What follows belongs to an exercise in optimizing a design on an open flow for a short achievable clock period and few clock cycles per item; a production flow would make more cautious choices. In this exercise RTL edits were held to simulation tests only and were not proved equivalent to the original.

==> nickel: inputs <==
Design rv_core_top, start of the top module:
module rv_core_top (
    input  logic                              clk,
    input  logic                              arst_n,
    output logic [rv_isa_pkg::xlen-1:0]       imem_addr,
    input  logic [rv_isa_pkg::xlen-1:0]       imem_instr,
    output logic                              dmem_valid,
    output logic                              dmem_write,
    output logic [rv_isa_pkg::xlen-1:0]       dmem_addr,
    output logic [rv_isa_pkg::xlen-1:0]       dmem_wdata,
    input  logic                              dmem_ready,
    input  logic [rv_isa_pkg::xlen-1:0]       dmem_rdata,
    output logic                              retire_valid,
    output logic [rv_isa_pkg::xlen-1:0]       retire_pc,
    output logic                              retire_we,
    output logic [rv_isa_pkg::reg_addr_w-1:0] retire_rd,
    output logic [rv_isa_pkg::xlen-1:0]       retire_wdata
);
    datapath u_datapath (
        .clk          (clk),
        .arst_n       (arst_n),
        .imem_addr    (imem_addr),
        .imem_instr   (imem_instr),
        .dmem_valid   (dmem_valid),
        .dmem_write   (dmem_write),
        .dmem_addr    (dmem_addr),
        .dmem_wdata   (dmem_wdata),
        .dmem_ready   (dmem_ready),
  ...
==> flow/config.mk <==
export PLATFORM = sky130hd
export DESIGN_NAME = rv_core_top
export DESIGN_NICKNAME = rv_core_top
export VERILOG_FILES = /design/flow/design.v
export SDC_FILE = /design/flow/constraint.sdc
export NUM_CORES = 4
export LEC_CHECK = 0
export CAP_MARGIN = 20
export CORE_MARGIN = 2
export CORE_UTILIZATION = 55
export SETUP_SLACK_MARGIN = 5
export SLEW_MARGIN = 20
export SYNTH_HIERARCHICAL = 1
export SYNTH_MINIMUM_KEEP_SIZE = 0
export TNS_END_PERCENT = 10
==> flow/constraint.sdc <==
create_clock -name core_clock -period 10.5 [get_ports {clk}]
set_input_delay 2.1000 -clock core_clock [delete_from_list [all_inputs] [get_ports {clk}]]
set_output_delay 2.1000 -clock core_clock [all_outputs]
set_load 0.01 [all_outputs]
standard.sh (not shown) runs the stock make flow with config.mk's settings and CLKGATE_MAP_FILE= SYNTH_SCRIPT=/design/flow/synth_recipe.tcl, a recipe that flattens the netlist after the stock synthesis.
==> flow/flow/run.sh <==
#!/bin/bash
set -euo pipefail
MARGIN=${REPAIR_SETUP_MARGIN:-7}
export BUFFER_PORTS_ARGS="-buffer_cell sky130_fd_sc_hd__buf_6"
sed -E "s/SETUP_SLACK_MARGIN=[0-9.]+/SETUP_SLACK_MARGIN=${MARGIN}/" standard.sh > standard_margin.sh
grep -q "SETUP_SLACK_MARGIN=${MARGIN}" standard_margin.sh
bash standard_margin.sh > standard_margin.log 2>&1
==> umber: changes against nickel <==
--- a/flow/design.v
+++ b/flow/design.v
@@ -189,17 +189,14 @@
     input  logic        redir_m,
     input  logic [31:0] tgt_m,
     input  logic        up_bh,
     input  logic        up_jt,
     input  logic [31:0] up_pc,
     input  logic [1:0]  up_cnt,
     input  logic [31:0] up_tgt,
-    input  logic        k_valid,
-    input  logic [4:0]  k_rd,
-    input  logic [31:0] k_val,
     output logic [31:0] pc,
     output logic        take,          
     output logic        jt_hit,        
     output logic [31:0] jt_pred,
     output logic [31:0] tgt_b,         
     output logic        bh_hit,
     output logic [1:0]  bh_ctr
@@ -233,18 +230,16 @@
     assign is_jal  = ir[6:0] == rv_isa_pkg::op_jal;
     assign is_br   = ir[6:0] == rv_isa_pkg::op_branch && ir[14:13] == 2'b00;
     assign is_jalr = ir[6:0] == rv_isa_pkg::op_jalr;
     assign same    = ir[19:15] == ir[24:20];   
     assign bh_hit  = bh_valid[bidx];
     assign bh_ctr  = bh_cnt[bidx];
     assign take    = is_jal || is_br && (same ? !ir[12] : (bh_hit ? bh_ctr[1] : ir[31]));
-    logic        k_hit;
-    assign k_hit   = k_valid && k_rd == ir[19:15] && ir[31:21] == 11'd0;
-    assign jt_hit  = is_jalr && (k_hit || jt_valid[jidx] && jt_tag[jidx] == pc[JIW+JTW+1:JIW+2]);
-    assign jt_pred = k_hit ? {k_val[31:1], 1'b0} : {pc[31:JLB], jt_tgt[jidx], 1'b0};
+    assign jt_hit  = is_jalr && jt_valid[jidx] && jt_tag[jidx] == pc[JIW+JTW+1:JIW+2];
+    assign jt_pred = {pc[31:JLB], jt_tgt[jidx], 1'b0};
     assign immj    = {{11{ir[31]}}, ir[31], ir[19:12], ir[20], ir[30:21], 1'b0};
     assign immb    = {{19{ir[31]}}, ir[31], ir[7], ir[30:25], ir[11:8], 1'b0};
     pc_add_imm #(.L(21)) u_add_j (.pc(pc), .imm(immj[20:0]), .s(tgt_j));
     pc_add_imm #(.L(13)) u_add_b (.pc(pc), .imm(immb[12:0]), .s(tgt_b));
     assign npc = take ? (is_jal ? tgt_j : tgt_b) : (jt_hit ? jt_pred : pc + 32'd4);
     always_comb begin
         if (redir_m)
@@ -332,15 +327,14 @@
     logic [4:0]  e_rd;
     logic        e_we;         
     logic        e_wb;         
     logic        e_load, e_store, e_branch, e_bne, e_pred, e_jalr, e_pjt, e_link_sel;
     logic        e_bhv;        
     logic [1:0]  e_cnt;
     logic        e_sub, e_arith;
-    logic        e_const;      
     core_ctrl_pkg::alu_sel_t e_sel;
     logic        m_valid;
     logic [31:0] m_pc;
     logic [31:0] m_res;        
     logic [31:0] m_addr_o;     
     logic [31:0] m_wdata;
     logic [31:0] m_jtgt;       
@@ -380,17 +374,14 @@
         .redir_m    (redir_m),
         .tgt_m      (m_jtgt),
         .up_bh      (up_bh),
         .up_jt      (up_jt),
         .up_pc      (e_pc),
         .up_cnt     (cnt_next),
         .up_tgt     (m_jtgt_d),
-        .k_valid    (e_valid && e_const),
-        .k_rd       (e_rd),
-        .k_val      (e_b),
         .pc         (pc),
         .take       (f_take),
         .jt_hit     (f_jt),
         .jt_pred    (f_jpred),
         .tgt_b      (f_tb),
         .bh_hit     (f_bhv),
         .bh_ctr     (f_cnt)
@@ -417,17 +408,14 @@
         .use_imm   (d_use_imm),
         .sub       (d_sub),
         .arith     (d_arith),
         .sel       (d_sel),
         .imm       (d_imm),
         .imm_bj    (d_imm_bj)
     );
-    logic d_const;
-    assign d_const = imem_instr[6:0] == rv_isa_pkg::op_imm && imem_instr[14:12] == 3'b000
-                     && imem_instr[19:15] == 5'd0 && imem_instr[11:7] != 5'd0;
     assign d_rs1 = imem_instr[19:15];
     assign d_rs2 = imem_instr[24:20];
     assign d_rd  = imem_instr[11:7];
     reg_file u_rf (
         .clk    (clk),
         .arst_n (arst_n),
         .we     (m_valid && m_wb),
@@ -520,15 +508,14 @@
             e_pjt      <= f_jt;
             e_bhv      <= f_bhv;
             e_cnt      <= f_cnt;
             e_link_sel <= d_jal || d_jalr;
             e_sub      <= d_sub;
             e_arith    <= d_arith;
             e_sel      <= d_sel;
-            e_const    <= d_const;
         end
     end
     assign dmem_valid = m_req;
     assign dmem_write = m_write;
     assign dmem_addr  = m_addr_o;
     assign dmem_wdata = m_wdata;
     assign redir_m = m_valid && m_jchk && (!m_pjt || m_jtgt[31:1] != m_jpred[31:1]);
==> flow/config.mk (replaced) <==
export PLATFORM = sky130hd
export DESIGN_NAME = rv_core_top
export DESIGN_NICKNAME = rv_core_top
export VERILOG_FILES = /design/flow/design.v
export SDC_FILE = /design/flow/constraint.sdc
export NUM_CORES = 4
export LEC_CHECK = 0
export CAP_MARGIN = 20
export CELL_PAD_IN_SITES_DETAIL_PLACEMENT = 1
export CELL_PAD_IN_SITES_GLOBAL_PLACEMENT = 1
export CORE_MARGIN = 2
export CORE_UTILIZATION = 35
export SETUP_SLACK_MARGIN = 5
export SLEW_MARGIN = 20
export SYNTH_HIERARCHICAL = 1
export SYNTH_MINIMUM_KEEP_SIZE = 0
export TNS_END_PERCENT = 10
==> notes <==
- nickel never finished: it broke off in 5_1_grt with GRT-0232. umber stopped in 5_2_route with DRT-0206.
- Against nickel, the synthesized cell count of umber is smaller by about 2.3%.
- In nickel the area after synthesis is larger than in umber, by 0.80%.
==> figures <==
quantity	nickel	umber
Result of the run	did not finish	did not finish
Last stage reached	5_1_grt	5_2_route
Depth of the CTS H-tree	5	5
Floorplan row count	174	217
Ys Warns	27	27
Height of the die	479 µm	597 µm
Post-Synthesis Cells	10694	10452
Horiz. Die Dim	479 µm	597 µm
Total cell area at the placement stage	129000 µm²	130000 µm²
Clock buffers created by TritonCTS	278	275
# Post-CTS Setup Buffers	202	225
Initial core utilization	55.2%	35.2%
Clock sinks	2378	2377
Placed Cells incl. Taps	13362	14734
Post_cts resized	689	808
Average size of a mapped cell	11.6 µm²	11.8 µm²
CTS Root Cell	sky130_fd_sc_hd__clkbuf_16	sky130_fd_sc_hd__clkbuf_16
Cell Area, Synth	124000 µm²	123000 µm²
Final RePlAce weighted congestion	1.03	0.995
Placed wire-length estimate after detailed placement	348000 µm	385000 µm
Worst slack, placed	3.83 ns	3.85 ns
Testbench counts of nickel, summed over its fixed seeds: cycles 21,375, instructions 19,284.
Testbench counts of umber, summed over its fixed seeds: cycles 21,808, instructions 19,284.
